This is an optimization exercise on Yosys and OpenROAD, whose aim is small area, a short achievable clock period and few clock cycles per item, not a production implementation.

Setup of the baseline:
==> flow/design.v <==
`default_nettype none
package cordic_pkg;
    localparam int word_width = 32;
    localparam int fp_bias = 127;
    localparam int max_iterations = 16;
    localparam logic [word_width-1:0] cordic_gain_init = 32'h4DBA_76D4;
    typedef union packed {
        logic [word_width-1:0] bits;
        struct packed {
            logic        sign;
            logic [7:0]  exponent;
            logic [22:0] mantissa;
        } fields;
    } fp_word_t;
    function automatic logic [word_width-1:0] atan_entry(input logic [3:0] index);
        logic [word_width-1:0] angle;
        case (index)
            4'd0:    angle = 32'h6487_ED51;
            4'd1:    angle = 32'h3B58_CE0A;
            4'd2:    angle = 32'h1F5B_75F9;
            4'd3:    angle = 32'h0FEA_DD4D;
            4'd4:    angle = 32'h07FD_56ED;
            4'd5:    angle = 32'h03FF_AAB7;
            4'd6:    angle = 32'h01FF_F555;
            4'd7:    angle = 32'h00FF_FEAA;
            4'd8:    angle = 32'h007F_FFD5;
            4'd9:    angle = 32'h003F_FFFA;
            4'd10:   angle = 32'h001F_FFFF;
            4'd11:   angle = 32'h000F_FFFF;
            4'd12:   angle = 32'h0007_FFFF;
            4'd13:   angle = 32'h0003_FFFF;
            4'd14:   angle = 32'h0001_FFFF;
            default: angle = 32'h0000_FFFF;
        endcase
        atan_entry = angle;
    endfunction
endpackage
`default_nettype wire
`default_nettype none
module angle_to_fixed (
    input  logic [31:0] angle,
    output logic [31:0] fixed_angle
);
    logic [31:0] aligned;
    logic        in_range;
    assign aligned     = {1'b1, angle[22:0], 8'b0};
    assign in_range    = (angle[30:28] == 3'b011);
    assign fixed_angle = in_range ? (aligned >> (~angle[27:23])) : 32'd0;
endmodule
`default_nettype wire
`default_nettype none
module cordic_rotator #(
    parameter int XY_ARCH = 0,
    parameter int Z_ARCH  = 0
) (
    input  logic        clock,
    input  logic        arst_n,
    input  logic        clk_en,
    input  logic        start,
    input  logic [31:0] fixed_angle,
    output logic [31:0] cos_fixed,
    output logic        done
);
    logic        accept;
    logic        busy;
    logic        valid;
    logic        last;
    logic [3:0]  index;     
    logic [3:0]  index_n;   
    logic [15:0] onehot;    
    logic [31:0] x, y, z;
    logic [31:0] xo, yo, yg, xs, ys, at;
    logic        neg;
    logic        pos;       
    logic        negy;      
    logic [31:0] xsum, ysum, zsum, xt, yt;
    assign accept = start & clk_en;
    assign last   = busy & (index == 4'd15);
    assign neg    = z[31];
    always_comb begin
        at = '0;
        for (int k = 0; k < 16; k++) at = at | (onehot[k] ? cordic_pkg::atan_entry(4'(k)) : 32'd0);
    end
    assign yg = busy ? y : 32'd0;
    assign ys = $signed(yg) >>> index;
    assign xs = $signed(x) >>> (~index_n);
    assign xo = pos ? ~x : x;
    assign yo = negy ? ~y : y;
    cpa #(.W(32), .ARCH(XY_ARCH)) x_add (.a(xo), .b(ys), .ci(1'b0), .s(xt));
    cpa #(.W(32), .ARCH(XY_ARCH)) y_add (.a(yo), .b(xs), .ci(1'b0), .s(yt));
    assign xsum = pos ? ~xt : xt;
    assign ysum = negy ? ~yt : yt;
    cpa #(.W(32), .ARCH(Z_ARCH))  z_add (.a(z), .b(neg ? at : ~at), .ci(~neg), .s(zsum));
    always_ff @(posedge clock) begin
        if (accept) begin
            x       <= cordic_pkg::cordic_gain_init;
            y       <= '0;
            z       <= fixed_angle;
            pos     <= ~fixed_angle[31];
            negy    <= fixed_angle[31];
            index   <= '0;
            index_n <= '1;
            onehot  <= 16'd1;
        end else begin
            x       <= xsum;
            y       <= ysum;
            z       <= zsum;
            pos     <= ~zsum[31];
            negy    <= zsum[31];
            index   <= index + 4'd1;
            index_n <= index_n - 4'd1;
            onehot  <= {onehot[14:0], onehot[15]};
        end
    end
    always_ff @(posedge clock or negedge arst_n) begin
        if (!arst_n) begin
            busy  <= 1'b0;
            valid <= 1'b0;
            done  <= 1'b0;
        end else begin
            if (accept) begin
                busy  <= 1'b1;
                valid <= 1'b0;
            end else if (last) begin
                busy  <= 1'b0;
                valid <= 1'b1;
            end
            if (clk_en) done <= !start && (valid || last);
        end
    end
    assign cos_fixed = x;
endmodule
`default_nettype wire
module cpa #(
    parameter int W = 32,
    parameter int ARCH = 1
) (
    input  logic [W-1:0] a,
    input  logic [W-1:0] b,
    input  logic         ci,
    output logic [W-1:0] s
);
    if (ARCH == 0) begin : g_beh
        logic [W:0] t;
        assign t = {a, 1'b1} + {b, ci};
        assign s = t[W:1];
    end else begin : g_pfx
        localparam int N = W + 1;
        localparam int L = $clog2(N);
        logic [N-1:0] g0, p0, gg, pp;
        assign g0 = {a & b, ci};
        assign p0 = {a ^ b, 1'b0};
        always_comb begin
            gg = g0;
            pp = p0;
            if (ARCH == 1) begin
                for (int l = 0; l < L; l++)
                    for (int j = (2 << l) - 1; j < N; j += (2 << l)) begin
                        gg[j] = gg[j] | (pp[j] & gg[j - (1 << l)]);
                        pp[j] = pp[j] & pp[j - (1 << l)];
                    end
                for (int l = L - 2; l >= 0; l--)
                    for (int j = 3 * (1 << l) - 1; j < N; j += (2 << l)) begin
                        gg[j] = gg[j] | (pp[j] & gg[j - (1 << l)]);
                        pp[j] = pp[j] & pp[j - (1 << l)];
                    end
            end else if (ARCH == 2) begin
                for (int l = 0; l < L; l++)
                    for (int j = 0; j < N; j++)
                        if ((j >> l) & 1) begin
                            gg[j] = gg[j] | (pp[j] & gg[((j >> l) << l) - 1]);
                            pp[j] = pp[j] & pp[((j >> l) << l) - 1];
                        end
            end else begin
                for (int j = 1; j < N; j++) begin
                    gg[j] = gg[j] | (pp[j] & gg[j - 1]);
                end
            end
        end
        assign s = p0[N-1:1] ^ gg[N-2:0];
    end
endmodule
`default_nettype none
module fixed_to_float (
    input  logic [31:0] cos_fixed,
    output logic [31:0] result
);
    assign result = cos_fixed[31] ? {8'h3F, 1'b1, cos_fixed[30:8]}
                                  : {8'h3F, 1'b0, cos_fixed[29:7]};
endmodule
`default_nettype wire
`default_nettype none
module cos_unit (
    input  logic        clock,
    input  logic        arst_n,
    input  logic        clk_en,
    input  logic        start,
    input  logic [31:0] dataa,
    output logic [31:0] result,
    output logic        done
);
    logic [31:0] fixed_angle;
    logic [31:0] cos_fixed;
    angle_to_fixed angle_to_fixed_inst (
        .angle       (dataa),
        .fixed_angle (fixed_angle)
    );
    cordic_rotator cordic_rotator_inst (
        .clock       (clock),
        .arst_n      (arst_n),
        .clk_en      (clk_en),
        .start       (start),
        .fixed_angle (fixed_angle),
        .cos_fixed   (cos_fixed),
        .done        (done)
    );
    fixed_to_float fixed_to_float_inst (
        .cos_fixed (cos_fixed),
        .result    (result)
    );
endmodule
`default_nettype wire
clock: 8.0 ns
lec_check: 0
abc_area: 1
cap_margin: 20
core_margin: 2
core_utilization: 60
setup_slack_margin: 4.5
slew_margin: 20
tns_end_percent: 100
standard.sh (not shown) runs the stock make flow with config.mk's settings and CLKGATE_MAP_FILE= SYNTH_SCRIPT=/design/flow/synth_recipe.tcl, a recipe that flattens the netlist after the stock synthesis.
==> flow/flow/run.sh <==
#!/bin/bash
# Standard layout, but the port buffers are buf_2 cells instead of the delay
# buffers buffer_ports picks by default. Full tool output goes to standard_flow.log.
set -euo pipefail
bash standard.sh "BUFFER_PORTS_ARGS=-buffer_cell sky130_fd_sc_hd__buf_2" finish > standard_flow.log 2>&1
The inputs of the candidate differ from those of the baseline as listed below.
--- a/flow/design.v
+++ b/flow/design.v
@@ -68,9 +68,9 @@
     logic [3:0]  index;     
     logic [3:0]  index_n;   
     logic [15:0] onehot;    
     logic [31:0] x, y, z;
-    logic [31:0] xo, yo, yg, xs, ys, at;
+    logic [31:0] xo, yo, xs, ys, at;
     logic        neg;
     logic        pos;       
     logic        negy;      
     logic [31:0] xsum, ysum, zsum, xt, yt;
@@ -80,10 +80,9 @@
     always_comb begin
         at = '0;
         for (int k = 0; k < 16; k++) at = at | (onehot[k] ? cordic_pkg::atan_entry(4'(k)) : 32'd0);
     end
-    assign yg = busy ? y : 32'd0;
-    assign ys = $signed(yg) >>> index;
+    assign ys = $signed(y) >>> index;
     assign xs = $signed(x) >>> (~index_n);
     assign xo = pos ? ~x : x;
     assign yo = negy ? ~y : y;
     cpa #(.W(32), .ARCH(XY_ARCH)) x_add (.a(xo), .b(ys), .ci(1'b0), .s(xt));
@@ -102,9 +101,9 @@
             index_n <= '1;
             onehot  <= 16'd1;
         end else begin
             x       <= xsum;
-            y       <= ysum;
+            y       <= (busy && !last) ? ysum : 32'd0;
             z       <= zsum;
             pos     <= ~zsum[31];
             negy    <= zsum[31];
             index   <= index + 4'd1;
Findings:
The baseline → the candidate: sequential share of the synthesized area stayed essentially flat, overall die area rose by about 0.7%, setup slack rose by 16 ps.
Summary — clock period minus final worst setup slack, the candidate relative to the baseline: lower, by 16 ps.
The candidate: synthesized-area fraction occupied by and/or/nand/nor cells is 2.0 points higher than what the baseline reported.
Function was not checked in any run of this note: the RTL went through the layout flow alone.

separate check: timing with driven ports:
No port has a modelled driver above. Below, the same layouts with a new extraction and two added sets of constraints.
Step 1 (the two cells are an assumption about what drives the block):
set clk [get_ports {clock}]
set_driving_cell -lib_cell sky130_fd_sc_hd__clkbuf_16 $clk
set_driving_cell -lib_cell sky130_fd_sc_hd__buf_2 [delete_from_list [all_inputs] $clk]
Step 2 times the ports against the registers' clock, not the clock port: input delays grow and output delays shrink by t, the midpoint of the rising clock arrivals with the driver on.
Slacks: ideal ports / drivers / drivers and shift; pairs: ideal ports / drivers.
| run | shift t [ns] | setup slack, ns | hold WS [ns] |
|---|---|---|---|
| the baseline | 0.487 | 4.607 / 4.553 / 4.279 | 0.464 / 0.464 / 0.464 |
| the candidate | 0.493 | 4.623 / 4.569 / 4.285 | 0.462 / 0.462 / 0.462 |
After both steps every run listed still meets setup and hold. The setup slack of the candidate, which loses most, moves by -0.054 ns with the drivers and by -0.338 ns with both steps.
